This is an optimization exercise on Yosys and OpenROAD, whose aim is small area, not a production implementation. In this exercise RTL edits were held to simulation tests only and were not proved equivalent to the original. Power and IR drop assume default switching activity.

`flow/run.sh`:
```
#!/bin/bash
# Layout flow: the standard ORFS flow (standard.sh). Synthesis runs
# unchanged; the layout steps then run with these choices, passed to ORFS
# through its own variables:
#   * port buffers are buf_2 instead of ORFS's default pick
#   * the platform's don't-use list also holds the big data buffers
#     (buf_6 and up, bufbuf_*), so fanout and slew repair uses buf_4 and below
#   * clock tree synthesis runs without dummy loads, with clkbuf_4/clkbuf_8
#     and a chosen sink clustering
# ORFS writes each tool's output to its own log under orfs/logs; the make
# output of synthesis and of the layout steps goes to synth.log and flow.log.
set -euo pipefail
bash standard.sh synth > synth.log 2>&1
DU=$(make -s -C "$FLOW_HOME" DESIGN_CONFIG="$PWD/config.mk" WORK_HOME="$PWD/orfs" print-DONT_USE_CELLS 2> dont_use.log | sed -n 's/^DONT_USE_CELLS: //p')
[[ -n "$DU" ]]
DU="$DU sky130_fd_sc_hd__buf_6 sky130_fd_sc_hd__buf_8 sky130_fd_sc_hd__buf_12 sky130_fd_sc_hd__buf_16 sky130_fd_sc_hd__bufbuf_8 sky130_fd_sc_hd__bufbuf_16"
echo "$DU" > dont_use.txt
export BUFFER_PORTS_ARGS="-buffer_cell sky130_fd_sc_hd__buf_2"
export CTS_ARGS="-sink_clustering_enable -repair_clock_nets -dont_use_dummy_load -sink_clustering_size 20 -sink_clustering_max_diameter 50 -buf_list {sky130_fd_sc_hd__clkbuf_8}"
bash standard.sh "DONT_USE_CELLS=$DU" finish > flow.log 2>&1
```
`constraint.sdc`:
```
create_clock -name core_clock -period 6.0 [get_ports {fpgaGlobalClock}]
set_input_delay 1.2000 -clock core_clock [delete_from_list [all_inputs] [get_ports {fpgaGlobalClock}]]
set_output_delay 1.2000 -clock core_clock [all_outputs]
set_load 0.01 [all_outputs]
```
`standard.sh`:
```
#!/bin/bash
# synth_recipe.tcl (not shown) runs the flow's synth.tcl, then flattens the netlist and writes it again
# the make line also repeats each setting of config.mk as NAME=value (left out here)
make -C /OpenROAD-flow-scripts/flow DESIGN_CONFIG=/design/flow/config.mk WORK_HOME=/design/flow/orfs CLKGATE_MAP_FILE= SYNTH_SCRIPT=/design/flow/synth_recipe.tcl "${@:-finish}"
```
`design.v`:
```
module baby_store_loader (
   input  logic        fpgaGlobalClock,
   input  logic        reset_i,
   input  logic [4:0]  cpu_addr_i,
   input  logic [31:0] cpu_data_i,
   input  logic        cpu_rw_en_i,
   output logic [31:0] cpu_data_o,
   input  logic        stop_lamp_i,
   output logic        cpu_hold_o,
   input  logic        ld_start_i,
   input  logic        ld_valid_i,
   input  logic [7:0]  ld_byte_i,
   output logic        ld_ready_o,
   output logic        load_done_o,
   input  logic        dump_start_i,
   output logic        dump_valid_o,
   output logic [7:0]  dump_byte_o,
   input  logic        dump_ready_i
);
   logic        load_q;      
   logic        hold_q;      
   logic        hold_d;
   logic        aidle_q;     
   logic        dump_s;      
   logic        dvalid_q;    
   logic        done_q;      
   logic [6:0]  pos_q;       
   logic [23:0] buf_q;       
   logic        idle_s;
   logic        dump_trig_s;
   logic        ld_acc_s;    
   logic        dp_hs_s;     
   logic        dp_fetch_s;  
   logic        dp_end_s;    
   logic        last_s;      
   logic        zero_s;      
   logic        we_s;        
   logic [4:0]  addr_s;
   logic [31:0] sel_s;
   logic [31:0] wdata_s;
   logic [31:0] rd_s;
   logic [31:0] mem_q [32];
   logic stop_low_q;
   always_ff @(posedge fpgaGlobalClock or negedge reset_i) begin
      if (!reset_i) stop_low_q <= 1'b0;
      else          stop_low_q <= ~stop_lamp_i;
   end
   assign dump_trig_s = dump_start_i | (stop_lamp_i & stop_low_q);
   assign idle_s   = ~hold_q;
   assign dump_s   = hold_q & ~load_q;
   assign ld_acc_s = load_q & ld_valid_i & ~ld_start_i;
   assign dp_hs_s  = dvalid_q & dump_ready_i;
   assign last_s   = &pos_q;
   assign zero_s   = ~|pos_q;
   assign dp_fetch_s = dump_s & (~dvalid_q | (dump_ready_i & ~zero_s));
   assign dp_end_s   = dp_hs_s & zero_s;
   assign hold_d = idle_s ? (ld_start_i | dump_trig_s)
                          : ~((ld_acc_s & last_s) | dp_end_s);
   always_ff @(posedge fpgaGlobalClock or negedge reset_i) begin
      if (!reset_i) aidle_q <= 1'b1;
      else          aidle_q <= ~hold_d;
   end
   always_ff @(posedge fpgaGlobalClock or negedge reset_i) begin
      if (!reset_i) begin
         load_q   <= 1'b0;
         hold_q   <= 1'b0;
         dvalid_q <= 1'b0;
         done_q   <= 1'b0;
         pos_q    <= 7'd0;
      end else begin
         done_q <= ld_acc_s & last_s;
         hold_q <= hold_d;
         if (idle_s) load_q <= ld_start_i;
         if (ld_acc_s & last_s) load_q <= 1'b0;
         if (dump_s) dvalid_q <= ~dp_end_s;
         if (load_q & ld_start_i) pos_q <= 7'd0;
         else if (ld_acc_s | dp_fetch_s) pos_q <= pos_q + 7'd1;
      end
   end
   always_ff @(posedge fpgaGlobalClock) begin
      if (dp_fetch_s) begin
         buf_q[7:0] <= rd_s[{pos_q[1:0], 3'b000} +: 8];
      end else if (ld_acc_s) begin
         case (pos_q[1:0])
            2'd0:    buf_q[7:0]   <= ld_byte_i;
            2'd1:    buf_q[15:8]  <= ld_byte_i;
            2'd2:    buf_q[23:16] <= ld_byte_i;
            default: ;
         endcase
      end
   end
   assign addr_s = (cpu_addr_i & {5{aidle_q}}) | pos_q[6:2];
   always_comb begin
      for (int w = 0; w < 32; w++) sel_s[w] = (addr_s == 5'(w));
   end
   assign we_s    = (idle_s & cpu_rw_en_i) | (ld_acc_s & (&pos_q[1:0]));
   assign wdata_s = idle_s ? cpu_data_i : {ld_byte_i, buf_q};
   always_ff @(posedge fpgaGlobalClock) begin
      for (int w = 0; w < 32; w++) begin
         if (we_s & sel_s[w]) mem_q[w] <= wdata_s;
      end
   end
   logic [10:0] rdn_s [32];
   for (genvar b = 0; b < 32; b++) begin : g_rd
      for (genvar g = 0; g < 10; g++) begin : g_grp
         bsl_aoi222 u_aoi (
            .a0 (mem_q[3*g][b]),   .s0 (sel_s[3*g]),
            .a1 (mem_q[3*g+1][b]), .s1 (sel_s[3*g+1]),
            .a2 (mem_q[3*g+2][b]), .s2 (sel_s[3*g+2]),
            .y  (rdn_s[b][g])
         );
      end
      bsl_aoi22 u_aoi (
         .a0 (mem_q[30][b]), .s0 (sel_s[30]),
         .a1 (mem_q[31][b]), .s1 (sel_s[31]),
         .y  (rdn_s[b][10])
      );
      assign rd_s[b] = ~&rdn_s[b];
   end
   assign cpu_data_o   = idle_s ? rd_s : 32'd0;
   assign dump_byte_o  = buf_q[7:0];
   assign cpu_hold_o   = ~idle_s;
   assign ld_ready_o   = load_q;
   assign load_done_o  = done_q;
   assign dump_valid_o = dvalid_q;
endmodule
module bsl_aoi222 (
   input  logic a0, s0, a1, s1, a2, s2,
   output logic y
);
   assign y = ~((a0 & s0) | (a1 & s1) | (a2 & s2));
endmodule
module bsl_aoi22 (
   input  logic a0, s0, a1, s1,
   output logic y
);
   assign y = ~((a0 & s0) | (a1 & s1));
endmodule
```
`config.mk`:
```
export PLATFORM = sky130hd
export DESIGN_NAME = baby_store_loader
export DESIGN_NICKNAME = baby_store_loader
export VERILOG_FILES = /design/flow/design.v
export SDC_FILE = /design/flow/constraint.sdc
export NUM_CORES = 4
export LEC_CHECK = 0
export CAP_MARGIN = 20
export CORE_MARGIN = 2
export CORE_UTILIZATION = 75
export GPL_TIMING_DRIVEN = 0
export SLEW_MARGIN = 20
export SYNTH_HIERARCHICAL = 1
```
==> notes.md, run 1 <==
area grow syn2layout 8.832%; vias per cell between 8 and 9; synthesis-stage register bit count approximately 1100; global-route wire length before repair 142.3 mm; Die Y between 200 and 250 um; Place WS -0.4518 ns; Final nets 2110; port bufs 96; Root Driver clkbuf_8; core area 0.04997 mm^2; synthesized area per cell about 21 um^2; Peak VDD IR roughly 0.34 mV; Die X about 230 um; pwr dens 382.8 mW/mm^2; DRC 0; worst-skew pair later-pin latency 0.70 ns; most frequent cell after synthesis edfxtp_1; Hold Violations, Final 0; R2R cell count 10; status finished clean; Pwr Total between 15000 and 20000 uW; post-synth top area share 0.8326; DR vias ~22000; CTS Sinks between 1000 and 1500; DIE AREA about 0.052 mm^2; drt wl/cell approximately 36 um; Critical Path AT 4.74 ns; dpl cell area roughly 0.040 mm^2; Pleak around 0.013 uW; unrepaired setup endpoints after global routing false; Slew @ Worst Pin just under 1 ns; H-tree levels 3; dpl hpwl between 60 and 70 mm; WP data required ~4.8 ns; initial core utilization 0.7565; r2r setup slk between 1 and 1.5 ns; total CTS buffers 75; clk buf depth 3; filler cell count ~2300; clk slew on worst S/H paths 0.12 ns; Synth Flop Type edfxtp_1; 1st-iter DRT viols slightly above 5000; Max Freq 168.4 MHz; # rows 82; crit end category output pin; Max-slew headroom 0.3527; final setup vio count 0; part of the cycle the worst path needs 0.9900; Slew Viols, Final 0; count of cell types in the netlist 39; min-delay worst type in -> async; critical path class in -> out; reg2reg start aidle_q; Clock Skews 0.05119 ns; max cap viols 0; I/O pin cnt 97; post-synthesis sequential area ratio 0.8412; initial antenna violation count 5; post-synthesis cell area ~0.038 mm^2; CP Max Fanout 20; Hold-fix buffers, CTS 0; largest net degree at the start of global routing 33; layout cells sized above 1 0.1921; Post-Syn Instances roughly 1800; Synth Net Count roughly 1900; Final min period ~6 ns; Commonest cells post-synth 1048 x edfxtp_1, 320 x a222oi_1, 102 x nor2_1; vias in the first global route about 21000; CP Launch Type primary input; largest cells by area after synthesis edfxtp_1 83%, a222oi_1 8.5%, a22oi_2 1.1%; drt first pass iters 14; Yosys Warn Count 10; CTS tree yes; Yosys top cell by area edfxtp_1; Final ANT Viol Nets 0; setup ws final between 0.06 and 0.07 ns; Non-Filler Cell Area, Final 0.04114 mm^2; Placed Cells incl. Taps about 2600; Async SR Flop Fraction 0.01225; GRT Total Usage 0.3836; drt total wl 98.58 mm; Final GP Congestion slightly below 1; Post-synth EDFFs about 1000; GR Overflow Total 0; Core Util, Final 0.8233; post-route insts no fill ~2700; RR Endpoint buf_q[0]
==> logic make-up (layout without fill, tap and decap cells) <==
kind of cell | Yosys count | count (layout) | share of synthesized area
AO/OA/AOI/OAI | 391 | 391 | 0.1023
adder cells (fa/ha/maj) | 4 | 4 | 0.001324
buffers and inverters | 29 | 264 | 0.003873
flip-flops | 1061 | 1061 | 0.8412
multiplexers | 41 | 41 | 0.01423
other | 0 | 1 | 0
AND/OR/NAND/NOR | 290 | 290 | 0.03704
==> worst max path at each step <==
stage,endpoint,depth (start not counted),from
2_1_floorplan,cpu_data_o[27],8,cpu_addr_i[0]
3_3_place_gp,cpu_data_o[21],10,cpu_addr_i[0]
3_5_place_dp,cpu_data_o[29],11,cpu_addr_i[4]
4_1_cts,cpu_data_o[29],10,aidle_q
5_1_grt,cpu_data_o[29],10,aidle_q
6_report,cpu_data_o[24],10,cpu_addr_i[4]
==> modules after synthesis, one instance, submodules excluded <==
module	flip-flops and latches	area, um^2
baby_store_loader	1061	34200
bsl_aoi22	0	12.51
bsl_aoi222	0	10.01
==> power breakdown <==
group / leakage [uW] / internal (uW) / switching [uW]
clock network: 0.000539 / 1130 / 2040
registers: 0.00959 / 8960 / 83.5
logic: 0.00253 / 861 / 2680
==> cell usage in the layout, fill, tap and decap left out, types with 5 or more instances in the layout <==
cell type,count
a21oi_1,6
a222oi_1,320
a22o_1,5
a22oi_2,32
buf_2,102
buf_4,73
clkbuf_1,8
clkbuf_8,75
dfrtp_1,12
edfxtp_1,1048
mux2_2,32
mux4_2,7
nand2_1,36
nand3_1,35
nand4_1,64
nor2_1,38
nor2_4,64
nor2b_1,5
nor3_1,35
o21ai_0,13
==> per-stage QoR <==
stage                     TNS, ns  hold WS (ns)
after floorplan                 0        0.4973
after global placement     -39.69        0.5399
after detailed placement   -5.747        0.5621
after CTS                       0        0.3668
after global routing            0        0.4037
final                           0        0.3949
==> worst max-delay path: stages <==
cell      delay (ns)
buf_2           0.14
a21oi_4         0.55
clkbuf_2        0.65
nor2_4          0.25
buf_4           0.33
a222oi_1        0.36
nand4_1         0.27
nor3_1          0.70
nor2_1          0.09
buf_2           0.18
==> layer usage <==
metal	global-route usage	wire length, um	share of wire
met5	0	24	0.00024
met4	0.1277	3201	0.032
met3	0.1138	16980	0.17
met2	0.5706	45020	0.46
met1	0.5623	33360	0.34
==> sequential cells by signal, indices dropped and copies added (netlist names) <==
register	cells
aidle_q	1
buf_q	24
pos_q	7
dvalid_q	1
mem_q	1024
stop_low_q	1
load_q	1
done_q	1
hold_q	1
==> layout make-up <==
type / count / area (um^2) / area share
well taps: 672 / 840.8 / 0.02044
plain buffers: 24 / 132.6 / 0.003224
flip-flops and latches: 1061 / 31800 / 0.7729
clock buffers: 75 / 1032 / 0.02509
repair buffers: 161 / 968.4 / 0.02354
multi-input cells: 726 / 6349 / 0.1543
inverters: 4 / 15.01 / 0.0003650
diodes: 1 / 2.502 / 0.00006083
==> what timing repair did <==
action | 4_1_cts | 5_1_grt
setup endpoints to repair | 32 | 4
buffers inserted | 0 | 0
gates resized for setup | 3 | 1
==> inputs of run 2 (changes only) <==
--- a/design.v
+++ b/design.v
@@ -37,5 +37,8 @@
    logic        we_s;        
    logic [4:0]  addr_s;
-   logic [31:0] sel_s;
+   logic [31:0] sel_s;       
+   logic [31:0] wen_s;       
+   logic [3:0]  pa_s;        
+   logic [7:0]  pb_s;        
    logic [31:0] wdata_s;
    logic [31:0] rd_s;
@@ -92,5 +95,10 @@
    assign addr_s = (cpu_addr_i & {5{aidle_q}}) | pos_q[6:2];
    always_comb begin
-      for (int w = 0; w < 32; w++) sel_s[w] = (addr_s == 5'(w));
+      for (int i = 0; i < 4; i++) pa_s[i] = (addr_s[1:0] == 2'(i));
+      for (int j = 0; j < 8; j++) pb_s[j] = (addr_s[4:2] == 3'(j));
+   end
+   for (genvar w = 0; w < 32; w++) begin : g_dec
+      bsl_and2 u_sel (.a (pa_s[w % 4]), .b (pb_s[w / 4]), .y (sel_s[w]));
+      bsl_and3 u_wen (.a (pa_s[w % 4]), .b (pb_s[w / 4]), .c (we_s), .y (wen_s[w]));
    end
    assign we_s    = (idle_s & cpu_rw_en_i) | (ld_acc_s & (&pos_q[1:0]));
@@ -98,5 +106,5 @@
    always_ff @(posedge fpgaGlobalClock) begin
       for (int w = 0; w < 32; w++) begin
-         if (we_s & sel_s[w]) mem_q[w] <= wdata_s;
+         if (wen_s[w]) mem_q[w] <= wdata_s;
       end
    end
@@ -137,2 +145,14 @@
    assign y = ~((a0 & s0) | (a1 & s1));
 endmodule
+module bsl_and2 (
+   input  logic a, b,
+   output logic y
+);
+   assign y = a & b;
+endmodule
+module bsl_and3 (
+   input  logic a, b, c,
+   output logic y
+);
+   assign y = a & b & c;
+endmodule
--- a/flow/run.sh
+++ b/flow/run.sh
@@ -6,5 +6,7 @@
 #   * the platform's don't-use list also holds the big data buffers
 #     (buf_6 and up, bufbuf_*), so fanout and slew repair uses buf_4 and below
-#   * clock tree synthesis runs without dummy loads, with clkbuf_4/clkbuf_8
+#   * before the placement repair, the store's word-line drivers are given
+#     x4 drive (flow/presize.tcl)
+#   * clock tree synthesis runs without dummy loads, with clkbuf_8 only
 #     and a chosen sink clustering
 # ORFS writes each tool's output to its own log under orfs/logs; the make
@@ -16,5 +18,6 @@
 DU="$DU sky130_fd_sc_hd__buf_6 sky130_fd_sc_hd__buf_8 sky130_fd_sc_hd__buf_12 sky130_fd_sc_hd__buf_16 sky130_fd_sc_hd__bufbuf_8 sky130_fd_sc_hd__bufbuf_16"
 echo "$DU" > dont_use.txt
+export PRE_RESIZE_TCL="$PWD/flow/presize.tcl"
 export BUFFER_PORTS_ARGS="-buffer_cell sky130_fd_sc_hd__buf_2"
-export CTS_ARGS="-sink_clustering_enable -repair_clock_nets -dont_use_dummy_load -sink_clustering_size 20 -sink_clustering_max_diameter 50 -buf_list {sky130_fd_sc_hd__clkbuf_8}"
+export CTS_ARGS="-sink_clustering_enable -repair_clock_nets -dont_use_dummy_load -sink_clustering_size 16 -sink_clustering_max_diameter 50 -buf_list {sky130_fd_sc_hd__clkbuf_8}"
 bash standard.sh "DONT_USE_CELLS=$DU" finish > flow.log 2>&1
==> flow/presize.tcl (new file) <==
# Runs before ORFS's repair_design (PRE_RESIZE_TCL). Each store word line
# (the decoder's final AND gate, modules bsl_and2 and bsl_and3) drives a
# whole row of 32 cells spread over the array; give those gates the x4 drive
# up front so the repair does not split the lines with extra buffers.
set n_up 0
foreach inst [[ord::get_db_block] getInsts] {
  set m [[$inst getMaster] getName]
  if {$m eq "sky130_fd_sc_hd__and2_1" || $m eq "sky130_fd_sc_hd__and2_0"} {
    set to sky130_fd_sc_hd__and2_4
  } elseif {$m eq "sky130_fd_sc_hd__and3_1"} {
    set to sky130_fd_sc_hd__and3_4
  } else {
    continue
  }
  set out ""
  foreach it [$inst getITerms] {
    if {[$it isOutputSignal] && [$it getNet] ne "NULL"} { set out [[$it getNet] getName] }
  }
  if {[string match "g_dec*u_sel.y" $out] || [string match "g_dec*u_wen.y" $out]} {
    replace_cell [get_cells [$inst getName]] $to
    incr n_up
  }
}
puts "presize: upsized $n_up word-line drivers"
--- a/config.mk
+++ b/config.mk
@@ -10,4 +10,5 @@
 export CORE_UTILIZATION = 75
 export GPL_TIMING_DRIVEN = 0
+export SETUP_SLACK_MARGIN = 0.15
 export SLEW_MARGIN = 20
 export SYNTH_HIERARCHICAL = 1
==> notes.md, run 2 <==
status finished clean (unchanged); CTS tree yes (unchanged); RR Endpoint buf_q[3] (was buf_q[0]); worst-skew pair later-pin latency 0.71 ns (was 0.70 ns); Final min period 5.516 ns (was 5.940 ns); pwr dens 393.9 mW/mm^2 (was 382.8 mW/mm^2); Async SR Flop Fraction 0.01225 (unchanged); drt wl/cell 35.49 um (was 36.19 um); PostCTS Resize Cnt 0 (was 3); synthesis-stage register bit count 1061 (unchanged); Yosys Warn Count 10 (unchanged); filler cell count 2510 (was 2336); drt total wl 94.24 mm (was 98.58 mm); vias in the first global route 20410 (was 21220); DRC 0 (unchanged); DR vias 21130 (was 21860); Synth Net Count 1861 (was 1873); initial core utilization 0.7580 (was 0.7565); dpl hpwl 52.72 mm (was 61.05 mm); Max Freq 181.3 MHz (was 168.4 MHz); 1st-iter DRT viols 4587 (was 5118); CP Launch Type flip-flop (was primary input); Largest regs mem_q x1024, buf_q x24, pos_q x7 (unchanged); Biggest register mem_q (unchanged); R2R cell count 10 (unchanged); H-tree levels 3 (unchanged); Peak VDD IR 0.2974 mV (was 0.3396 mV); r2r setup slk 1.86 ns (was 1.45 ns); Yosys top cell by area edfxtp_1 (unchanged); synthesized area per cell 21.04 um^2 (was 20.81 um^2); Critical Path AT 4.32 ns (was 4.74 ns); GRT Total Usage 0.3636 (was 0.3836); initial antenna violation count 5 (unchanged); Hold Violations, Final 0 (unchanged); DIE AREA 0.05242 mm^2 (was 0.05221 mm^2); vias per cell 7.958 (was 8.025); final setup vio count 0 (unchanged); I/O pin cnt 97 (unchanged); clk buf depth 3 (unchanged); max FFs per register 1024 (unchanged); WP data required 4.80 ns (about the same); reg2reg start aidle_q (unchanged); Post-Syn Instances 1804 (was 1816); # rows 82 (unchanged); Slew Viols, Final 0 (unchanged); post-synthesis cell area 0.03795 mm^2 (was 0.03780 mm^2); part of the cycle the worst path needs 0.9193 (was 0.9900); Pleak 0.01254 uW (was 0.01265 uW); core area 0.05007 mm^2 (was 0.04997 mm^2); largest net degree at the start of global routing 33 (unchanged); Slew @ Worst Pin 0.8846 ns (was 0.9710 ns); CP Max Fanout 32 (was 20); clk slew on worst S/H paths 0.09 ns (was 0.12 ns); Clock Skews 0.06583 ns (was 0.05119 ns); Post-synth EDFFs 1048 (unchanged); Root Driver clkbuf_8 (unchanged); Post-CTS Setup Inserts 0 (unchanged); drt first pass iters 12 (was 14); CTS Sinks 1061 (unchanged); most frequent cell after synthesis edfxtp_1 (unchanged); total CTS buffers 79 (was 75); Die Y 229.0 um (was 228.5 um); Final ANT Viol Nets 0 (unchanged); min-delay worst type in -> async (unchanged); Min Hold Slack 0.3999 ns (was 0.3949 ns); post-synth top area share 0.8292 (was 0.8326); Max-slew headroom 0.4103 (was 0.3527); critical path class reg -> out (was in -> out); GR Overflow Total 0 (unchanged); global-route wire length before repair 135.1 mm (was 142.3 mm); commonest non-fill, non-tap cell in the layout edfxtp_1 (unchanged); Final nets 2040 (was 2110); port bufs 96 (unchanged); largest cells by area after synthesis edfxtp_1 83%, a222oi_1 8.4%, a22oi_2 1.1% (was edfxtp_1 83%, a222oi_1 8.5%, a22oi_2 1.1%); layout cells sized above 1 0.1706 (was 0.1921); area grow syn2layout 7.068% (was 8.832%); unrepaired setup endpoints after global routing false (unchanged); Commonest cells post-synth 1048 x edfxtp_1, 320 x a222oi_1, 64 x nand4_1 (was 1048 x edfxtp_1, 320 x a222oi_1, 102 x nor2_1); max cap viols 0 (unchanged); post-synthesis sequential area ratio 0.8378 (was 0.8412); Pwr Total 16000 uW (was 15750 uW); Die X 229.0 um (was 228.5 um); most frequent cells in the layout 1048 x edfxtp_1, 320 x a222oi_1, 98 x buf_2, 79 x clkbuf_8, 64 x nand4_1 (was 1048 x edfxtp_1, 320 x a222oi_1, 102 x buf_2, 75 x clkbuf_8, 73 x buf_4); Final GP Congestion 0.9153 (was 0.9739); Hold-fix buffers, CTS 0 (unchanged); crit end category output pin (unchanged); count of cell types in the netlist 44 (was 39); Synth Flop Type edfxtp_1 (unchanged)
[run 2: per-stage QoR]
stage	worst slack (ns)	instance area, um^2	cells	util	setup TNS, ns
6_report	0.4840	40640	2655	0.8116	0
5_1_grt	0.3550	40630	2654	0.8116	0
4_1_cts	0.3813	40610	2652	0.8111	0
3_5_place_dp	0.4953	39520	2573	0.7894	0
3_3_place_gp	-0.3746	39270	2572	0.7844	-6.558
2_1_floorplan	1.358	37950	1804	-	0
[run 2: where the power goes]
group | total [uW] | internal [uW] | leakage [uW] | switching, uW
sequential | 9140 | 9080 | 0.00959 | 67.5
clock | 3220 | 1180 | 0.000568 | 2040
combinational | 3640 | 911 | 0.00238 | 2730
[run 2: worst max path at each step]
stage / from / end / slack, ns / cells past startpoint
5_1_grt: aidle_q / cpu_data_o[11] / 0.35 / 10
4_1_cts: aidle_q / cpu_data_o[18] / 0.38 / 9
2_1_floorplan: cpu_addr_i[0] / cpu_data_o[23] / 1.36 / 7
6_report: aidle_q / cpu_data_o[18] / 0.48 / 10
3_3_place_gp: cpu_addr_i[0] / cpu_data_o[17] / -0.37 / 9
3_5_place_dp: cpu_addr_i[1] / cpu_data_o[18] / 0.50 / 9
[run 2: logic make-up after synthesis]
logic type	after synthesis	share of synthesized area
adder cells (fa/ha/maj)	4	0.001319
AO/OA/AOI/OAI	390	0.1019
buffers and inverters	27	0.003791
AND/OR/NAND/NOR	279	0.04012
multiplexers	43	0.01503
flip-flops	1061	0.8378
[run 2: final cells by class]
| type | instances | area [um^2] | share of cell area |
|---|---|---|---|
| Antenna cell | 2 | 5.005 | 0.0001232 |
| Buffer | 20 | 117.6 | 0.002894 |
| Timing Repair Buffer | 98 | 490.5 | 0.01207 |
| Multi-Input combinational cell | 716 | 6271 | 0.1543 |
| Tap cell | 672 | 840.8 | 0.02069 |
| Inverter | 7 | 26.28 | 0.0006466 |
| Sequential cell | 1061 | 31800 | 0.7825 |
| Clock buffer | 79 | 1087 | 0.02676 |
[run 2: per-module statistics from Yosys (local to each module, per instance)]
module | cells inside | flip-flops and latches | area, um^2
baby_store_loader | 1388 | 1061 | 33950
bsl_aoi22 | 1 | 0 | 12.51
bsl_aoi222 | 1 | 0 | 10.01
bsl_and2 | 1 | 0 | 6.256
bsl_and3 | 1 | 0 | 6.256
[run 2: worst max-delay path, cell delays in order (launching register included)]
cell and delay (ns):
dfstp_2 0.52, clkbuf_1 0.29, a21oi_1 0.21, nand2b_1 0.20, nor2_1 0.63, and2_4 0.67
a222oi_1 0.18, nand4_1 0.26, nor3_1 0.16, nor2_1 0.28, buf_2 0.20
[run 2: layer usage]
metal | share of wire | up-vias | GRT usage
li1 | - | 8505 | -
met1 | 0.34 | 10500 | 0.5338
met2 | 0.47 | 1913 | 0.5591
met3 | 0.16 | 211 | 0.08071
met4 | 0.029 | 4 | 0.1238
met5 | 0.00033 | - | 0
==> inputs of run 3 (changes only) <==
--- a/config.mk
+++ b/config.mk
@@ -8,5 +8,5 @@
 export CAP_MARGIN = 20
 export CORE_MARGIN = 2
-export CORE_UTILIZATION = 75
+export CORE_UTILIZATION = 78
 export GPL_TIMING_DRIVEN = 0
 export SETUP_SLACK_MARGIN = 0.15
==> notes.md, run 3 <==
status finished clean (unchanged); WP data required 4.80 ns (about the same); min-delay worst type in -> async (unchanged); crit end category output pin (unchanged); pwr dens 395.5 mW/mm^2 (was 393.9 mW/mm^2); max FFs per register 1024 (unchanged); Hold Violations, Final 0 (unchanged); 1st-iter DRT viols 5078 (was 4587); initial antenna violation count 6 (was 5); Die X 224.6 um (was 229.0 um); drt first pass iters 14 (was 12); H-tree levels 3 (unchanged); CP bufs+invs 2 (unchanged); Yosys Warn Count 10 (unchanged); post-synthesis cell area 0.03795 mm^2 (unchanged); total CTS buffers 81 (was 79); CTS Sinks 1061 (unchanged); Post-Syn Instances 1804 (unchanged); port bufs 96 (unchanged); vias in the first global route 20680 (was 20410); count of cell types in the netlist 44 (unchanged); Crit path top cell by count nor2_1 (unchanged); Biggest register mem_q (unchanged); clk buf depth 3 (unchanged); largest cells by area after synthesis edfxtp_1 83%, a222oi_1 8.4%, a22oi_2 1.1% (unchanged); Final nets 2041 (was 2040); CP Launch Type flip-flop (unchanged); Critical Path AT 4.32 ns (about the same); largest net degree at the start of global routing 33 (unchanged); Max Freq 181.3 MHz (about the same); Pwr Total 16050 uW (was 16000 uW); Max-slew headroom 0.4216 (was 0.4103); Cell Chain, Critical Path clkbuf_1 > a21oi_1 > nand2b_1 > nor2_1 > and2_4 > a222oi_1 > nand4_1 > nor3_1 > nor2_1 > buf_2 (unchanged); DR vias 21360 (was 21130); final setup vio count 0 (unchanged); critical path class reg -> out (unchanged); GR Overflow Total 0 (unchanged); part of the cycle the worst path needs 0.9193 (about the same); drt total wl 93.85 mm (was 94.24 mm); Clock Skews 0.08987 ns (was 0.06583 ns); CTS tree yes (unchanged); clk slew on worst S/H paths 0.09 ns (about the same); Peak VDD IR 0.3055 mV (was 0.2974 mV); unrepaired setup endpoints after global routing false (unchanged); Final ANT Viol Nets 0 (unchanged); dpl hpwl 52.81 mm (was 52.72 mm); synthesized area per cell 21.04 um^2 (unchanged); most frequent cells in the layout 1048 x edfxtp_1, 320 x a222oi_1, 98 x buf_2, 81 x clkbuf_8, 64 x nand4_1 (was 1048 x edfxtp_1, 320 x a222oi_1, 98 x buf_2, 79 x clkbuf_8, 64 x nand4_1); post-synthesis sequential area ratio 0.8378 (unchanged); Die Y 224.6 um (was 229.0 um); Synth Flop Type edfxtp_1 (unchanged); Slew Viols, Final 0 (unchanged); max incr delay on CP 0.64 ns (was 0.67 ns); DIE AREA 0.05044 mm^2 (was 0.05242 mm^2); Slew @ Worst Pin 0.8676 ns (was 0.8846 ns); delay-heaviest family, CP simple AND/OR/NAND/NOR gates (unchanged); Post-synth EDFFs 1048 (unchanged); worst-skew pair later-pin latency 0.72 ns (was 0.71 ns); Hold-fix buffers, CTS 0 (unchanged); Async SR Flop Fraction 0.01225 (unchanged); Root Driver clkbuf_8 (unchanged); area grow syn2layout 6.953% (was 7.068%); Final min period 5.516 ns (about the same); commonest non-fill, non-tap cell in the layout edfxtp_1 (unchanged); synthesis-stage register bit count 1061 (unchanged); drt wl/cell 36.11 um (was 35.49 um); Largest regs mem_q x1024, buf_q x24, pos_q x7 (unchanged); Core Util, Final 0.8484 (was 0.8116); I/O pin cnt 97 (unchanged); Post-CTS Setup Inserts 0 (unchanged); # rows 80 (was 82); layout cells sized above 1 0.1715 (was 0.1706); Synth Net Count 1861 (unchanged); Pleak 0.01255 uW (was 0.01254 uW); global-route wire length before repair 134.2 mm (was 135.1 mm); DRC 0 (unchanged); Worst path slowest cell and2_4 (unchanged); Commonest cells post-synth 1048 x edfxtp_1, 320 x a222oi_1, 64 x nand4_1 (unchanged); post-synth top area share 0.8292 (unchanged); CP Max Fanout 32 (unchanged); vias per cell 8.218 (was 7.958); GRT Total Usage 0.3773 (was 0.3636); initial core utilization 0.7932 (was 0.7580); Final GP Congestion 0.8410 (was 0.9153); Yosys top cell by area edfxtp_1 (unchanged); core area 0.04785 mm^2 (was 0.05007 mm^2); most frequent cell after synthesis edfxtp_1 (unchanged); max cap viols 0 (unchanged); PostCTS Resize Cnt 0 (unchanged)
[run 3: routing by layer]
metal | vias to the layer above | share of wire | track usage
li1 | 8506 | - | -
met4 | 2 | 0.031 | 0.1271
met2 | 2146 | 0.46 | 0.5764
met3 | 246 | 0.17 | 0.09236
met1 | 10460 | 0.33 | 0.5544
met5 | - | 0.00018 | 0
[run 3: per-module statistics from Yosys (local to each module, per instance)]
module | times used | cell area, um^2 | cells inside | flops+latches
bsl_and3 | 32 | 6.256 | 1 | 0
bsl_aoi222 | 320 | 10.01 | 1 | 0
bsl_aoi22 | 32 | 12.51 | 1 | 0
bsl_and2 | 32 | 6.256 | 1 | 0
baby_store_loader | 1 | 33950 | 1388 | 1061
[run 3: kinds of logic (layout without fill, tap and decap cells)]
group,count (synthesis),after routing,synth area share
DFF,1061,1061,0.8378
AOI/OAI and AO/OA,390,390,0.1019
and+or+nand+nor,279,279,0.04012
muxes,43,43,0.01503
buffers and inverters,27,205,0.003791
adders and majority gates,4,4,0.001319
other,0,2,0
[run 3: power breakdown]
group          internal, uW  switching [uW]  total (uW)
Combinational           911            2730        3650
Clock                  1210            2050        3260
Sequential             9080            76.6        9150
Total                 11200            4860       16100
[run 3: cell type report]
class,instances,area [um^2]
Antenna cell,2,5.005
Inverter,7,26.28
Multi-Input combinational cell,716,6276
Sequential cell,1061,31800
Timing Repair Buffer,97,485.5
Tap cell,615,769.5
Fill cell,2085,7254
Buffer,20,117.6
Clock buffer,81,1115
[run 3: stage by stage]
step / area (um^2) / setup slack [ns] / TNS (ns) / hold WS, ns / instances
after global routing: 40590 / 0.3986 / 0 / 0.3922 / 2597
after global placement: 39200 / -0.3115 / -6.303 / 0.5497 / 2515
after floorplan: 37950 / 1.358 / 0 / 0.4973 / 1804
after detailed placement: 39450 / 0.4440 / 0 / 0.5478 / 2516
final: 40590 / 0.4843 / 0 / 0.3858 / 2599
after CTS: 40570 / 0.3231 / 0 / 0.3628 / 2597
[run 3: path summary, 6_finish.rpt]
path | startpoint | to | slack [ns] | cells after the start
max in group asynchronous | reset_i | aidle_q | 5.33 | 1
setup / recovery | aidle_q | cpu_data_o[28] | 0.48 | 10
hold / removal | reset_i | hold_q | 0.39 | 1
setup reg to reg | aidle_q | buf_q[1] | 1.90 | 10
hold reg to reg | stop_low_q | aidle_q | 0.58 | 2
min in group core_clock | stop_low_q | aidle_q | 0.58 | 2
==> inputs of run 4 (changes only) <==
--- a/design.v
+++ b/design.v
@@ -109,5 +109,6 @@
       end
    end
-   logic [10:0] rdn_s [32];
+   logic [9:0]  rdn_s [32];
+   logic [31:0] rd_hi_s;
    for (genvar b = 0; b < 32; b++) begin : g_rd
       for (genvar g = 0; g < 10; g++) begin : g_grp
@@ -119,10 +120,10 @@
          );
       end
-      bsl_aoi22 u_aoi (
+      bsl_ao22 u_ao (
          .a0 (mem_q[30][b]), .s0 (sel_s[30]),
          .a1 (mem_q[31][b]), .s1 (sel_s[31]),
-         .y  (rdn_s[b][10])
+         .y  (rd_hi_s[b])
       );
-      assign rd_s[b] = ~&rdn_s[b];
+      assign rd_s[b] = ~&rdn_s[b][9:0] | rd_hi_s[b];
    end
    assign cpu_data_o   = idle_s ? rd_s : 32'd0;
@@ -139,9 +140,9 @@
    assign y = ~((a0 & s0) | (a1 & s1) | (a2 & s2));
 endmodule
-module bsl_aoi22 (
+module bsl_ao22 (
    input  logic a0, s0, a1, s1,
    output logic y
 );
-   assign y = ~((a0 & s0) | (a1 & s1));
+   assign y = (a0 & s0) | (a1 & s1);
 endmodule
 module bsl_and2 (
--- a/flow/run.sh
+++ b/flow/run.sh
@@ -3,5 +3,5 @@
 # unchanged; the layout steps then run with these choices, passed to ORFS
 # through its own variables:
-#   * port buffers are buf_2 instead of ORFS's default pick
+#   * port buffers are buf_1 instead of ORFS's default pick
 #   * the platform's don't-use list also holds the big data buffers
 #     (buf_6 and up, bufbuf_*), so fanout and slew repair uses buf_4 and below
@@ -19,5 +19,5 @@
 echo "$DU" > dont_use.txt
 export PRE_RESIZE_TCL="$PWD/flow/presize.tcl"
-export BUFFER_PORTS_ARGS="-buffer_cell sky130_fd_sc_hd__buf_2"
+export BUFFER_PORTS_ARGS="-buffer_cell sky130_fd_sc_hd__buf_1"
 export CTS_ARGS="-sink_clustering_enable -repair_clock_nets -dont_use_dummy_load -sink_clustering_size 16 -sink_clustering_max_diameter 50 -buf_list {sky130_fd_sc_hd__clkbuf_8}"
 bash standard.sh "DONT_USE_CELLS=$DU" finish > flow.log 2>&1
--- a/config.mk
+++ b/config.mk
@@ -8,5 +8,5 @@
 export CAP_MARGIN = 20
 export CORE_MARGIN = 2
-export CORE_UTILIZATION = 78
+export CORE_UTILIZATION = 75
 export GPL_TIMING_DRIVEN = 0
 export SETUP_SLACK_MARGIN = 0.15
==> notes.md, run 4 <==
Final ANT Viol Nets 0 (unchanged); Post-CTS Setup Inserts 0 (unchanged); most frequent cells in the layout 1048 x edfxtp_1, 320 x a222oi_1, 99 x buf_1, 81 x clkbuf_8, 40 x nor2_1 (was 1048 x edfxtp_1, 320 x a222oi_1, 98 x buf_2, 81 x clkbuf_8, 64 x nand4_1); Yosys top cell by area edfxtp_1 (unchanged); wl on met1 33.03 mm (was 31.42 mm); synthesized area per cell 20.99 um^2 (was 21.04 um^2); port bufs 96 (unchanged); Yosys Warn Count 10 (unchanged); PostCTS Resize Cnt 0 (unchanged); Synth Flop Type edfxtp_1 (unchanged); Top Metal Used met5 (unchanged); Root Driver clkbuf_8 (unchanged); Hold-fix buffers, CTS 0 (unchanged); Post-Syn Instances 1806 (was 1804); H-tree levels 3 (unchanged); post-synthesis sequential area ratio 0.8389 (was 0.8378); Post-synth EDFFs 1048 (unchanged); filler cell count 2508 (was 2085); Placed Cells incl. Taps 2576 (was 2516); post-route insts no fill 2658 (was 2599); GRT Total Usage 0.3589 (was 0.3773); crit end category output pin (unchanged); largest net degree at the start of global routing 33 (unchanged); 1st-iter DRT viols 5030 (was 5078); Commonest cells post-synth 1048 x edfxtp_1, 320 x a222oi_1, 41 x nor2_1 (was 1048 x edfxtp_1, 320 x a222oi_1, 64 x nand4_1); total CTS buffers 81 (unchanged); Async SR Flop Fraction 0.01225 (unchanged); Sw Ratio 0.3071 (was 0.3025); Slew Viols, Final 0 (unchanged); Final GP Congestion 0.8480 (was 0.8410); Largest regs mem_q x1024, buf_q x24, pos_q x7 (unchanged); area grow syn2layout 6.840% (was 6.953%); CTS tree yes (unchanged); combinational power share 0.233 (was 0.227); Pwr Total 16140 uW (was 16050 uW); synthesis-stage register bit count 1061 (unchanged); drt wl/cell 35.28 um (was 36.11 um); Pleak 0.01231 uW (was 0.01255 uW); Final nets 2044 (was 2041); Die Y 228.8 um (was 224.6 um); min-delay worst type in -> async (unchanged); Clock Skews 0.06195 ns (was 0.08987 ns); initial antenna violation count 2 (was 6); CP Launch Type flip-flop (unchanged); post-synth top area share 0.8303 (was 0.8292); DIE AREA 0.05235 mm^2 (was 0.05044 mm^2); core area 0.05007 mm^2 (was 0.04785 mm^2); setup ws final 0.1414 ns (was 0.4843 ns); max FFs per register 1024 (unchanged); clk slew on worst S/H paths 0.09 ns (about the same); dpl hpwl 52.38 mm (was 52.81 mm); final setup vio count 0 (unchanged); Critical Path AT 4.66 ns (was 4.32 ns); Pint 11190 uW (was 11200 uW); clock power share 0.201 (was 0.203); most frequent cell after synthesis edfxtp_1 (unchanged); wire length on met3 14.61 mm (was 15.99 mm); Die X 228.8 um (was 224.6 um); Hold Violations, Final 0 (unchanged); dpl cell area 0.03936 mm^2 (was 0.03945 mm^2); count of cell types in the netlist 43 (was 44); Max-slew headroom 0.2315 (was 0.4216); pwr dens 398.7 mW/mm^2 (was 395.5 mW/mm^2); WP data required 4.80 ns (about the same); layout cells sized above 1 0.1053 (was 0.1715); Final min period 5.859 ns (was 5.516 ns); WL met2 43.32 mm (was 43.54 mm); # rows 82 (was 80); Synth Net Count 1863 (was 1861); I/O pin cnt 97 (unchanged); largest cells by area after synthesis edfxtp_1 83%, a222oi_1 8.5%, mux2_2 0.95% (was edfxtp_1 83%, a222oi_1 8.4%, a22oi_2 1.1%); worst-skew pair later-pin latency 0.70 ns (was 0.72 ns); initial core utilization 0.7570 (was 0.7932); drt first pass iters 13 (was 14); sequential power share 0.566 (was 0.570); DR vias 21110 (was 21360); Setup TNS 0 ns (unchanged); Psw 4957 uW (was 4856 uW); Non-Filler Cell Area, Final 0.04049 mm^2 (was 0.04059 mm^2); GR Overflow Total 0 (unchanged); CTS Sinks 1061 (unchanged); Slew @ Worst Pin 1.144 ns (was 0.8676 ns); Biggest register mem_q (unchanged); DRC 0 (unchanged); commonest non-fill, non-tap cell in the layout edfxtp_1 (unchanged); unrepaired setup endpoints after global routing false (unchanged); max cap viols 0 (unchanged); post-synthesis cell area 0.03790 mm^2 (was 0.03795 mm^2); global-route wire length before repair 134.2 mm (about the same); clk buf depth 3 (unchanged); CP Max Fanout 32 (unchanged); drt total wl 93.78 mm (was 93.85 mm); critical path class reg -> out (unchanged); vias per cell 7.942 (was 8.218); Peak VDD IR 0.2944 mV (was 0.3055 mV); part of the cycle the worst path needs 0.9764 (was 0.9193); status finished clean (unchanged); Max Freq 170.7 MHz (was 181.3 MHz); vias in the first global route 20650 (was 20680); Place WS 0.4421 ns (was 0.4440 ns)
-- run 4: cell types whose count changed after synthesis, sizes merged, moves of 2 or more --
cell,before,now
a21boi,2,0
a22o,1,32
o211ai,0,2
a32o,0,3
a21oi,12,7
o221a,2,0
a22oi,32,0
o21ai,12,19
nand4,64,33
and4,2,0
nand4b,0,32
clkbuf,6,8
nand2,21,23
-- run 4: per-stage QoR --
stage                 util  hold WS, ns
floorplan                -       0.4973
global placement    0.7810       0.5243
detailed placement  0.7862       0.5410
CTS                 0.8085       0.5196
global route        0.8088       0.5881
finish              0.8088       0.5378
-- run 4: kinds of logic (layout without fill, tap and decap cells) --
family | Yosys count | count (layout) | synth area share
flops | 1061 | 1061 | 0.8389
simple gates | 281 | 281 | 0.04259
buf+inv | 27 | 206 | 0.003763
other cells | 0 | 1 | 0
compound gates | 390 | 390 | 0.09834
fa+ha+maj | 4 | 4 | 0.001321
mux | 43 | 43 | 0.01505
-- run 4: path summary, 6_finish.rpt --
path	slack, ns	cells past startpoint	start	endpoint
max	0.14	9	aidle_q	cpu_data_o[26]
min	0.54	1	reset_i	done_q
max reg2reg	1.61	9	aidle_q	buf_q[7]
min reg2reg	0.56	2	stop_low_q	aidle_q
max in group asynchronous	4.95	1	reset_i	pos_q[1]
min in group core_clock	0.56	2	stop_low_q	aidle_q
-- run 4: worst max-delay path: stages, from the launching register on --
cell      delay (ns)
dfstp_2         0.55
clkbuf_1        0.34
a21oi_1         0.24
nor3_1          0.96
and2_4          0.67
a22o_1          0.25
nand4b_1        0.24
nor3_1          0.11
nor2_1          0.39
buf_1           0.20
-- run 4: metal layers --
metal,vias up,global-route usage
li1,8526,-
met1,10510,0.5369
met2,1881,0.5404
met3,188,0.07697
met4,2,0.1309
met5,-,0
-- run 4: modules after synthesis, one instance, submodules excluded --
| module | cells | flip-flops and latches |
|---|---|---|
| bsl_and3 | 1 | 0 |
| baby_store_loader | 1390 | 1061 |
| bsl_aoi222 | 1 | 0 |
| bsl_and2 | 1 | 0 |
| bsl_ao22 | 1 | 0 |
-- run 4: final cells by class --
class | count | area, um^2 | share of cell area
plain buffers | 21 | 120.1 | 0.002966
multi-input cells | 718 | 6223 | 0.1537
diodes | 1 | 2.502 | 0.00006180
flip-flops and latches | 1061 | 31800 | 0.7852
well taps | 672 | 840.8 | 0.02076
repair buffers | 98 | 372.9 | 0.009208
inverters | 6 | 22.52 | 0.0005562
clock buffers | 81 | 1115 | 0.02753
-- run 4: power groups by stage --
stage                     Clock, uW  Sequential (uW)  Combinational, uW
after floorplan                   0             9260               1910
after global placement            0             9290               3410
after detailed placement          0             9300               3600
after CTS                      3270             9130               3610
after global routing           3510             9140               3880
final                          3250             9130               3770
==> inputs of run 5 (changes only) <==
--- a/flow/run.sh
+++ b/flow/run.sh
@@ -7,5 +7,5 @@
 #     (buf_6 and up, bufbuf_*), so fanout and slew repair uses buf_4 and below
 #   * before the placement repair, the store's word-line drivers are given
-#     x4 drive (flow/presize.tcl)
+#     x4 (read select) or x2 (write enable) drive (flow/presize.tcl)
 #   * clock tree synthesis runs without dummy loads, with clkbuf_8 only
 #     and a chosen sink clustering
--- a/flow/presize.tcl
+++ b/flow/presize.tcl
@@ -1,6 +1,7 @@
 # Runs before ORFS's repair_design (PRE_RESIZE_TCL). Each store word line
 # (the decoder's final AND gate, modules bsl_and2 and bsl_and3) drives a
-# whole row of 32 cells spread over the array; give those gates the x4 drive
-# up front so the repair does not split the lines with extra buffers.
+# whole row of 32 cells spread over the array; give those gates enough drive
+# up front so the repair does not split the lines with extra buffers: x4 for
+# the read selects (on the core's read path), x2 for the write enables.
 set n_up 0
 foreach inst [[ord::get_db_block] getInsts] {
@@ -9,5 +10,5 @@
     set to sky130_fd_sc_hd__and2_4
   } elseif {$m eq "sky130_fd_sc_hd__and3_1"} {
-    set to sky130_fd_sc_hd__and3_4
+    set to sky130_fd_sc_hd__and3_2
   } else {
     continue
==> notes.md, run 5 <==
Largest regs mem_q x1024, buf_q x24, pos_q x7 (unchanged); Crit path top cell by count nor3_1 (unchanged); synthesis-stage register bit count 1061 (unchanged); Max-slew headroom 0.2250 (was 0.2315); PostCTS Resize Cnt 0 (unchanged); sequential power share 0.566 (about the same); DIE AREA 0.05235 mm^2 (unchanged); area grow syn2layout 6.497% (was 6.840%); Synth Flop Type edfxtp_1 (unchanged); min-delay worst type in -> async (unchanged); dpl hpwl 52.31 mm (was 52.38 mm); GR Util met2 0.5386 (was 0.5404); Final ANT Viol Nets 0 (unchanged); Max Freq 177.6 MHz (was 170.7 MHz); Yosys top cell by area edfxtp_1 (unchanged); CP Max Fanout 32 (unchanged); largest cells by area after synthesis edfxtp_1 83%, a222oi_1 8.5%, mux2_2 0.95% (unchanged); Min Hold Slack 0.5451 ns (was 0.5378 ns); vias per cell 7.924 (was 7.942); max FFs per register 1024 (unchanged); count of cell types in the netlist 43 (unchanged); final setup vio count 0 (unchanged); DR vias 21060 (was 21110); drt wl/cell 35.24 um (was 35.28 um); largest net degree at the start of global routing 33 (unchanged); DRC 0 (unchanged); part of the cycle the worst path needs 0.9383 (was 0.9764); total CTS buffers 81 (unchanged); CP Launch Type flip-flop (unchanged); layout cells sized above 1 0.1038 (was 0.1053); Psw 4942 uW (was 4957 uW); Peak VDD IR 0.3118 mV (was 0.2944 mV); post-synth top area share 0.8303 (unchanged); post-synthesis cell area 0.03790 mm^2 (unchanged); Final nets 2043 (was 2044); 1st-iter DRT viols 4592 (was 5030); Worst path slowest cell nor3_1 (unchanged); Die X 228.8 um (unchanged); max incr delay on CP 0.89 ns (was 0.96 ns); Final GP Congestion 0.8480 (unchanged); Post-Syn Instances 1806 (unchanged); H-tree levels 3 (unchanged); Yosys Warn Count 10 (unchanged); vias in the first global route 20640 (was 20650); met3 usage 0.09144 (was 0.07697); met1 Resource Use GR 0.5268 (was 0.5369); # rows 82 (unchanged); Slew Viols, Final 0 (unchanged); Pleak 0.01235 uW (was 0.01231 uW); Synth Net Count 1863 (unchanged); max cap viols 0 (unchanged); Die Y 228.8 um (unchanged); Slew @ Worst Pin 1.163 ns (was 1.144 ns); RR Endpoint buf_q[7] (unchanged); Hold-fix buffers, CTS 0 (unchanged); Hold Violations, Final 0 (unchanged); CTS tree yes (unchanged); critical path class reg -> out (unchanged); initial antenna violation count 2 (unchanged); Post-CTS Setup Inserts 0 (unchanged); pwr dens 399.4 mW/mm^2 (was 398.7 mW/mm^2); initial core utilization 0.7570 (unchanged); CTS Sinks 1061 (unchanged); Pint 11180 uW (was 11190 uW); Biggest register mem_q (unchanged); Clock Skews 0.05773 ns (was 0.06195 ns); clock power share 0.202 (was 0.201); clk buf depth 3 (unchanged); worst-skew pair later-pin latency 0.70 ns (about the same); Critical Path AT 4.43 ns (was 4.66 ns); unrepaired setup endpoints after global routing false (unchanged); drt total wl 93.68 mm (was 93.78 mm); commonest non-fill, non-tap cell in the layout edfxtp_1 (unchanged); Root Driver clkbuf_8 (unchanged); crit end category output pin (unchanged); most frequent cell after synthesis edfxtp_1 (unchanged); clk slew on worst S/H paths 0.09 ns (about the same); Placed Cells incl. Taps 2575 (was 2576); reg2reg start aidle_q (unchanged); Sw Ratio 0.3065 (was 0.3071); r2r setup slk 1.71 ns (was 1.61 ns); post-route insts no fill 2658 (unchanged); Final min period 5.630 ns (was 5.859 ns); most frequent cells in the layout 1048 x edfxtp_1, 320 x a222oi_1, 99 x buf_1, 81 x clkbuf_8, 41 x nor2_1 (was 1048 x edfxtp_1, 320 x a222oi_1, 99 x buf_1, 81 x clkbuf_8, 40 x nor2_1); R2R cell count 9 (unchanged); port bufs 96 (unchanged); synthesized area per cell 20.99 um^2 (unchanged); Cell Chain, Critical Path clkbuf_1 > a21oi_1 > nor3_1 > and2_4 > a22o_1 > nand4b_1 > nor3_1 > nor2_1 > buf_1 (unchanged); Commonest cells post-synth 1048 x edfxtp_1, 320 x a222oi_1, 41 x nor2_1 (unchanged); gr busiest metal met2 (unchanged); Post-synth EDFFs 1048 (unchanged); global-route wire length before repair 134.2 mm (about the same); core area 0.05007 mm^2 (unchanged); drt first pass iters 14 (was 13); status finished clean (unchanged); filler cell count 2550 (was 2508); GRT Total Usage 0.3593 (was 0.3589); post-synthesis sequential area ratio 0.8389 (unchanged); combinational power share 0.232 (was 0.233); GR Overflow Total 0 (unchanged); Async SR Flop Fraction 0.01225 (unchanged); I/O pin cnt 97 (unchanged); WP data required 4.80 ns (about the same)
-- run 5: cell count changes in the layout (fill, tap and decap cells not counted), sizes merged --
cell and delta:
diode +1, buf -1
-- run 5: worst max-delay path: cells and delay by family (launching register included) --
| kind | cells | cell delay (ns) |
|---|---|---|
| buffers and inverters | 2 | 0.50 |
| AOI/OAI and AO/OA | 2 | 0.47 |
| DFF | 1 | 0.55 |
| and+or+nand+nor | 5 | 2.21 |
-- run 5: layer usage --
metal,vias up,wire length (um),share of wire
li1,8512,-,-
met1,10450,32700,0.35
met2,1889,42950,0.46
met3,212,14990,0.16
met4,4,3002,0.032
met5,-,27,0.00029
-- run 5: cells by family (layout without fill, tap and decap cells) --
logic type | after synthesis | after routing | share of synthesized area
AOI/OAI and AO/OA | 390 | 390 | 0.09834
adders and majority gates | 4 | 4 | 0.001321
buffers and inverters | 27 | 205 | 0.003763
DFF | 1061 | 1061 | 0.8389
muxes | 43 | 43 | 0.01505
other | 0 | 2 | 0
and+or+nand+nor | 281 | 281 | 0.04259
-- run 5: power groups by stage --
stage | combinational, uW | clock, uW | sequential, uW
after floorplan | 1910 | 0 | 9260
after global routing | 3860 | 3530 | 9150
final | 3730 | 3260 | 9130
after detailed placement | 3570 | 0 | 9300
after CTS | 3570 | 3270 | 9130
after global placement | 3410 | 0 | 9290
-- run 5: worst max path at each step --
stage	to	startpoint	cells past startpoint	slack (ns)
final	cpu_data_o[14]	aidle_q	9	0.37
after global routing	cpu_data_o[10]	aidle_q	9	0.23
after CTS	cpu_data_o[10]	aidle_q	9	0.48
after detailed placement	cpu_data_o[10]	cpu_addr_i[1]	9	0.57
after global placement	cpu_data_o[10]	cpu_addr_i[0]	9	-0.43
after floorplan	cpu_data_o[23]	cpu_addr_i[0]	7	1.61
-- run 5: area by class of cell --
type / instances / area [um^2] / share of cell area
Timing Repair Buffer: 97 / 367.9 / 0.009113
Inverter: 6 / 22.52 / 0.0005580
Antenna cell: 2 / 5.005 / 0.0001240
Multi-Input combinational cell: 718 / 6096 / 0.1510
Clock buffer: 81 / 1115 / 0.02762
Buffer: 21 / 120.1 / 0.002976
Sequential cell: 1061 / 31800 / 0.7878
Tap cell: 672 / 840.8 / 0.02083
-- run 5: metrics by stage --
step,TNS (ns),setup WS [ns],cell area [um^2],power [uW],util
4_1_cts,0,0.4807,40350,15970,0.8060
3_3_place_gp,-8.508,-0.4318,39100,12700,0.7810
6_report,0,0.3701,40360,16120,0.8062
2_1_floorplan,0,1.607,37900,11170,-
5_1_grt,0,0.2298,40360,16540,0.8061
3_5_place_dp,0,0.5707,39240,12870,0.7837
-- run 5: per-module statistics from Yosys, one instance, submodules excluded --
module | flops+latches | copies in the design | cells
bsl_ao22 | 0 | 32 | 1
bsl_and3 | 0 | 32 | 1
bsl_and2 | 0 | 32 | 1
bsl_aoi222 | 0 | 320 | 1
baby_store_loader | 1061 | 1 | 1390
==> inputs of run 6 (changes only) <==
--- a/flow/run.sh
+++ b/flow/run.sh
@@ -3,4 +3,5 @@
 # unchanged; the layout steps then run with these choices, passed to ORFS
 # through its own variables:
+#   * synthesis's buffers are removed before global placement (flow/rmbuf.tcl)
 #   * port buffers are buf_1 instead of ORFS's default pick
 #   * the platform's don't-use list also holds the big data buffers
@@ -18,4 +19,5 @@
 DU="$DU sky130_fd_sc_hd__buf_6 sky130_fd_sc_hd__buf_8 sky130_fd_sc_hd__buf_12 sky130_fd_sc_hd__buf_16 sky130_fd_sc_hd__bufbuf_8 sky130_fd_sc_hd__bufbuf_16"
 echo "$DU" > dont_use.txt
+export PRE_GLOBAL_PLACE_TCL="$PWD/flow/rmbuf.tcl"
 export PRE_RESIZE_TCL="$PWD/flow/presize.tcl"
 export BUFFER_PORTS_ARGS="-buffer_cell sky130_fd_sc_hd__buf_1"
==> flow/rmbuf.tcl (new file) <==
# Runs at the start of global placement (PRE_GLOBAL_PLACE_TCL), before the
# ports are buffered: remove the buffers synthesis inserted, as ORFS itself
# does when GPL_TIMING_DRIVEN is set, and leave fanout and slew to the
# placement repair.
remove_buffers
==> notes.md, run 6 <==
sequential power share 0.569 (was 0.566); core area 0.05007 mm^2 (unchanged); most frequent cell after synthesis edfxtp_1 (unchanged); DRC 0 (unchanged); CP Launch Type primary input (was flip-flop); worst-skew pair later-pin latency 0.67 ns (was 0.70 ns); GRT Total Usage 0.3827 (was 0.3593); Die X 228.8 um (unchanged); dpl hpwl 51.91 mm (was 52.31 mm); Yosys top cell by area edfxtp_1 (unchanged); Pleak 0.01225 uW (was 0.01235 uW); commonest non-fill, non-tap cell in the layout edfxtp_1 (unchanged); synthesis-stage register bit count 1061 (unchanged); Hold-fix buffers, CTS 0 (unchanged); clk slew on worst S/H paths 0.09 ns (about the same); Setup TNS 0 ns (unchanged); Cell Chain, Critical Path buf_1 > a21oi_1 > nor2b_1 > and2_4 > a222oi_1 > nand4_1 > nor3_1 > nor2_1 > buf_1 (was clkbuf_1 > a21oi_1 > nor3_1 > and2_4 > a22o_1 > nand4b_1 > nor3_1 > nor2_1 > buf_1); Synth Flop Type edfxtp_1 (unchanged); drt first pass iters 13 (was 14); CP Max Fanout 32 (unchanged); total CTS buffers 78 (was 81); max cap viols 0 (unchanged); Root Driver clkbuf_8 (unchanged); I/O pin cnt 97 (unchanged); Post-synth EDFFs 1048 (unchanged); most frequent cells in the layout 1048 x edfxtp_1, 320 x a222oi_1, 96 x buf_1, 78 x clkbuf_8, 41 x nor2_1 (was 1048 x edfxtp_1, 320 x a222oi_1, 99 x buf_1, 81 x clkbuf_8, 41 x nor2_1); WP data required 4.80 ns (about the same); Max Freq 180.9 MHz (was 177.6 MHz); area grow syn2layout 6.134% (was 6.497%); Async SR Flop Fraction 0.01225 (unchanged); Die Y 228.8 um (unchanged); DR vias 21440 (was 21060); post-synth top area share 0.8303 (unchanged); drt wl/cell 37.79 um (was 35.24 um); H-tree levels 3 (unchanged); Final ANT Viol Nets 0 (unchanged); Final nets 2019 (was 2043); max FFs per register 1024 (unchanged); GR Overflow Total 0 (unchanged); register area 0.03180 mm^2 (about the same); final setup vio count 0 (unchanged); largest net degree at the start of global routing 40 (was 33); largest cells by area after synthesis edfxtp_1 83%, a222oi_1 8.5%, mux2_2 0.95% (unchanged); Slew @ Worst Pin 1.202 ns (was 1.163 ns); Clock Skews 0.05049 ns (was 0.05773 ns); Pwr Total 16130 uW (was 16120 uW); pwr dens 400.9 mW/mm^2 (was 399.4 mW/mm^2); part of the cycle the worst path needs 0.9213 (was 0.9383); Post-CTS Setup Inserts 0 (unchanged); Slew Viols, Final 0 (unchanged); Final min period 5.528 ns (was 5.630 ns); port bufs 96 (unchanged); count of cell types in the netlist 43 (unchanged); Critical Path AT 4.33 ns (was 4.43 ns); PostCTS Resize Cnt 0 (unchanged); crit end category output pin (unchanged); filler cell count 2512 (was 2550); post-synthesis cell area 0.03790 mm^2 (unchanged); initial core utilization 0.7570 (unchanged); Psw 5037 uW (was 4942 uW); DIE AREA 0.05235 mm^2 (unchanged); Commonest cells post-synth 1048 x edfxtp_1, 320 x a222oi_1, 41 x nor2_1 (unchanged); post-synthesis sequential area ratio 0.8389 (unchanged); setup ws final 0.4724 ns (was 0.3701 ns); Yosys Warn Count 10 (unchanged); CTS tree yes (unchanged); Place WS 0.6962 ns (was 0.5707 ns); layout cells sized above 1 0.09847 (was 0.1038); synthesized area per cell 20.99 um^2 (unchanged); Synth Net Count 1863 (unchanged); Biggest register mem_q (unchanged); drt total wl 99.53 mm (was 93.68 mm); clk buf depth 3 (unchanged); unrepaired setup endpoints after global routing false (unchanged); initial antenna violation count 4 (was 2); multi-input logic area 0.006116 mm^2 (was 0.006096 mm^2); Peak VDD IR 0.3088 mV (was 0.3118 mV); Final GP Congestion 0.7953 (was 0.8480); CTS Sinks 1061 (unchanged); Post-Syn Instances 1806 (unchanged); Worst path slowest cell nor2b_1 (was nor3_1); clock power share 0.200 (was 0.202); Min Hold Slack 0.5819 ns (was 0.5451 ns); Sw Ratio 0.3124 (was 0.3065); Max-slew headroom 0.1988 (was 0.2250); Largest regs mem_q x1024, buf_q x24, pos_q x7 (unchanged); vias in the first global route 21140 (was 20640); Core Util, Final 0.8034 (was 0.8062); max incr delay on CP 0.90 ns (was 0.89 ns); Pint 11090 uW (was 11180 uW); status finished clean (unchanged); min-delay worst type in -> async (unchanged); 1st-iter DRT viols 5211 (was 4592); combinational power share 0.230 (was 0.232); Hold Violations, Final 0 (unchanged); vias per cell 8.138 (was 7.924); Crit path top cell by count buf_1 (was nor3_1); # rows 82 (unchanged); global-route wire length before repair 141.2 mm (was 134.2 mm); critical path class in -> out (was reg -> out)
## run 6: path summary, 6_finish.rpt
kind                                     from        endpoint  slack, ns  cells past startpoint
worst min-delay path                  reset_i      stop_low_q       0.58                      1
max in group asynchronous             reset_i          hold_q       4.79                      1
worst max register to register       pos_q[3]        buf_q[1]       1.86                      8
worst min register to register       dvalid_q        dvalid_q       0.61                      2
min in group core_clock              dvalid_q        dvalid_q       0.61                      2
worst max-delay path            cpu_addr_i[1]  cpu_data_o[14]       0.47                      9
## run 6: logic make-up (layout without fill, tap and decap cells)
logic type,Yosys count,after routing,share of synthesized area
adders and majority gates,4,4,0.001321
AOI/OAI and AO/OA,390,390,0.09834
other,0,2,0
buffers and inverters,27,181,0.003763
and+or+nand+nor,281,281,0.04259
muxes,43,43,0.01505
DFF,1061,1061,0.8389
## run 6: critical path, delay by kind of cell
family                 cells  cell delay [ns]
buffers and inverters      2             0.31
and+or+nand+nor            5             2.31
AOI/OAI and AO/OA          2             0.50
## run 6: layout make-up
cell class	count	area share
Multi-Input combinational cell	718	0.1520
Clock buffer	78	0.02669
Sequential cell	1061	0.7905
Inverter	6	0.0005599
Tap cell	672	0.02090
Antenna cell	2	0.0001244
Timing Repair Buffer	97	0.009145
## run 6: metrics by stage
| stage | instance area [um^2] | cells |
|---|---|---|
| after floorplan | 37900 | 1806 |
| after global placement | 38980 | 2553 |
| after global routing | 40220 | 2632 |
| after CTS | 40200 | 2632 |
| final | 40230 | 2634 |
| after detailed placement | 39120 | 2554 |
## run 6: power by group through the flow
stage | Clock, uW | Combinational (uW) | Sequential (uW)
2_1_floorplan | 0 | 1910 | 9260
3_3_place_gp | 0 | 3360 | 9370
3_5_place_dp | 0 | 3530 | 9350
4_1_cts | 3240 | 3540 | 9180
5_1_grt | 3500 | 3830 | 9200
6_report | 3230 | 3720 | 9180
## run 6: modules after synthesis (local to each module, per instance)
module | area, um^2 | copies in the design | flops+latches
bsl_and2 | 6.256 | 32 | 0
bsl_ao22 | 8.758 | 32 | 0
bsl_and3 | 6.256 | 32 | 0
baby_store_loader | 34020 | 1 | 1061
bsl_aoi222 | 10.01 | 320 | 0
## run 6: per-layer routing
layer  wire length, um  global-route usage  vias up
met5                27                   0        -
met4              3793              0.1546        4
met3             17070              0.1269      265
met2             45140              0.5675     2095
met1             33500              0.5401    10590
li1                  -                   -     8481
==> inputs of run 7 (changes only) <==
--- a/flow/run.sh
+++ b/flow/run.sh
@@ -22,4 +22,4 @@
 export PRE_RESIZE_TCL="$PWD/flow/presize.tcl"
 export BUFFER_PORTS_ARGS="-buffer_cell sky130_fd_sc_hd__buf_1"
-export CTS_ARGS="-sink_clustering_enable -repair_clock_nets -dont_use_dummy_load -sink_clustering_size 16 -sink_clustering_max_diameter 50 -buf_list {sky130_fd_sc_hd__clkbuf_8}"
+export CTS_ARGS="-sink_clustering_enable -repair_clock_nets -dont_use_dummy_load -sink_clustering_size 18 -sink_clustering_max_diameter 50 -buf_list {sky130_fd_sc_hd__clkbuf_8}"
 bash standard.sh "DONT_USE_CELLS=$DU" finish > flow.log 2>&1
==> notes.md, run 7 <==
final setup vio count 0 (unchanged); count of cell types in the netlist 43 (unchanged); vias per cell 8.106 (was 8.138); Yosys top cell by area edfxtp_1 (unchanged); GR Overflow Total 0 (unchanged); worst-skew pair later-pin latency 0.67 ns (about the same); initial core utilization 0.7570 (unchanged); status finished clean (unchanged); Yosys Warn Count 10 (unchanged); Clock Skews 0.04672 ns (was 0.05049 ns); max cap viols 0 (unchanged); Root Driver clkbuf_8 (unchanged); Biggest register mem_q (unchanged); largest cells by area after synthesis edfxtp_1 83%, a222oi_1 8.5%, mux2_2 0.95% (unchanged); largest net degree at the start of global routing 40 (unchanged); Non-Filler Cell Area, Final 0.04014 mm^2 (was 0.04023 mm^2); max incr delay on CP 0.89 ns (was 0.90 ns); reg2reg start pos_q[3] (unchanged); filler cell count 2548 (was 2512); Async SR Flop Fraction 0.01225 (unchanged); initial antenna violation count 2 (was 4); global-route wire length before repair 141.0 mm (was 141.2 mm); Post-synth EDFFs 1048 (unchanged); Largest regs mem_q x1024, buf_q x24, pos_q x7 (unchanged); R2R cell count 8 (unchanged); core area 0.05007 mm^2 (unchanged); WP data required 4.80 ns (about the same); min-delay worst type in -> async (unchanged); most frequent cells in the layout 1048 x edfxtp_1, 320 x a222oi_1, 96 x buf_1, 72 x clkbuf_8, 41 x nor2_1 (was 1048 x edfxtp_1, 320 x a222oi_1, 96 x buf_1, 78 x clkbuf_8, 41 x nor2_1); area grow syn2layout 5.909% (was 6.134%); Peak VDD IR 0.3530 mV (was 0.3088 mV); pwr dens 399.2 mW/mm^2 (was 400.9 mW/mm^2); layout cells sized above 1 0.09570 (was 0.09847); delay-heaviest family, CP simple AND/OR/NAND/NOR gates (unchanged); Post-CTS Setup Inserts 0 (unchanged); dpl cell area 0.03912 mm^2 (unchanged); dpl hpwl 51.91 mm (unchanged); GRT Total Usage 0.3825 (was 0.3827); crit end category output pin (unchanged); H-tree levels 3 (unchanged); drt wl/cell 37.88 um (was 37.79 um); post-synth top area share 0.8303 (unchanged); Synth Net Count 1863 (unchanged); Final min period 5.559 ns (was 5.528 ns); synthesis-stage register bit count 1061 (unchanged); Min Hold Slack 0.5815 ns (was 0.5819 ns); Final GP Congestion 0.7953 (unchanged); synthesized area per cell 20.99 um^2 (unchanged); Critical Path AT 4.36 ns (was 4.33 ns)
-- run 7: cell counts after synthesis --
Identical to the previous run, type by type.
-- run 7: worst reg2reg max path, cell delays in order, from the launching register on --
cell and delay, ns:
dfrtp_1 0.49, a21oi_1 0.26, nor2b_1 0.89, and2_4 0.65, a222oi_1 0.23, nand4_1 0.33
nor3_1 0.23, mux4_2 0.64, o21ai_0 0.21
-- run 7: logic make-up (layout without fill, tap and decap cells) --
family,count (synthesis),in the layout,share of synthesized area
other cells,0,1,0
compound gates,390,390,0.09834
mux,43,43,0.01505
fa+ha+maj,4,4,0.001321
buf+inv,27,175,0.003763
flops,1061,1061,0.8389
simple gates,281,281,0.04259
-- run 7: power by group --
part | switching [uW] | internal [uW]
clock | 2040 | 1080
sequential | 121 | 9060
combinational | 2860 | 856
-- run 7: metal layers --
layer,global-route usage,vias to the layer above,share of wire
met5,0,-,0.00013
li1,-,8454,-
met4,0.1585,2,0.039
met3,0.1301,263,0.18
met2,0.5690,1978,0.46
met1,0.5340,10600,0.33
-- run 7: worst max path at each step --
stage | start | end | slack [ns] | depth (start not counted)
2_1_floorplan | cpu_addr_i[0] | cpu_data_o[23] | 1.61 | 7
3_3_place_gp | cpu_addr_i[0] | cpu_data_o[14] | -0.20 | 9
3_5_place_dp | cpu_addr_i[1] | cpu_data_o[14] | 0.70 | 9
4_1_cts | cpu_addr_i[0] | cpu_data_o[14] | 0.68 | 9
5_1_grt | cpu_addr_i[1] | cpu_data_o[14] | 0.39 | 9
6_report | cpu_addr_i[1] | cpu_data_o[14] | 0.44 | 9
-- run 7: area by class of cell --
| class | count | area, um^2 | area share |
|---|---|---|---|
| well taps | 672 | 840.8 | 0.02095 |
| repair buffers | 97 | 367.9 | 0.009164 |
| flip-flops and latches | 1061 | 31800 | 0.7922 |
| multi-input cells | 718 | 6116 | 0.1524 |
| inverters | 6 | 22.52 | 0.0005611 |
| diodes | 1 | 2.502 | 0.00006234 |
| clock buffers | 72 | 991.0 | 0.02469 |
-- run 7: through the flow --
| step | instances | setup TNS, ns |
|---|---|---|
| 6_report | 2627 | 0 |
| 5_1_grt | 2626 | 0 |
| 4_1_cts | 2626 | 0 |
| 3_5_place_dp | 2554 | 0 |
| 3_3_place_gp | 2553 | -2.695 |
| 2_1_floorplan | 1806 | 0 |
-- run 7: Yosys stat by module, one instance, submodules excluded --
module             cell area (um^2)  cells inside
bsl_and2                      6.256             1
baby_store_loader             34020          1390
bsl_aoi222                    10.01             1
bsl_and3                      6.256             1
bsl_ao22                      8.758             1

Setup slack of run 7, layout unchanged: 0.441 ns with ideal ports, 0.406 ns with driving cells assumed (clock clkbuf_16, inputs buf_2), 0.406 ns with port delays also shifted by the 0.718 ns mid clock arrival.
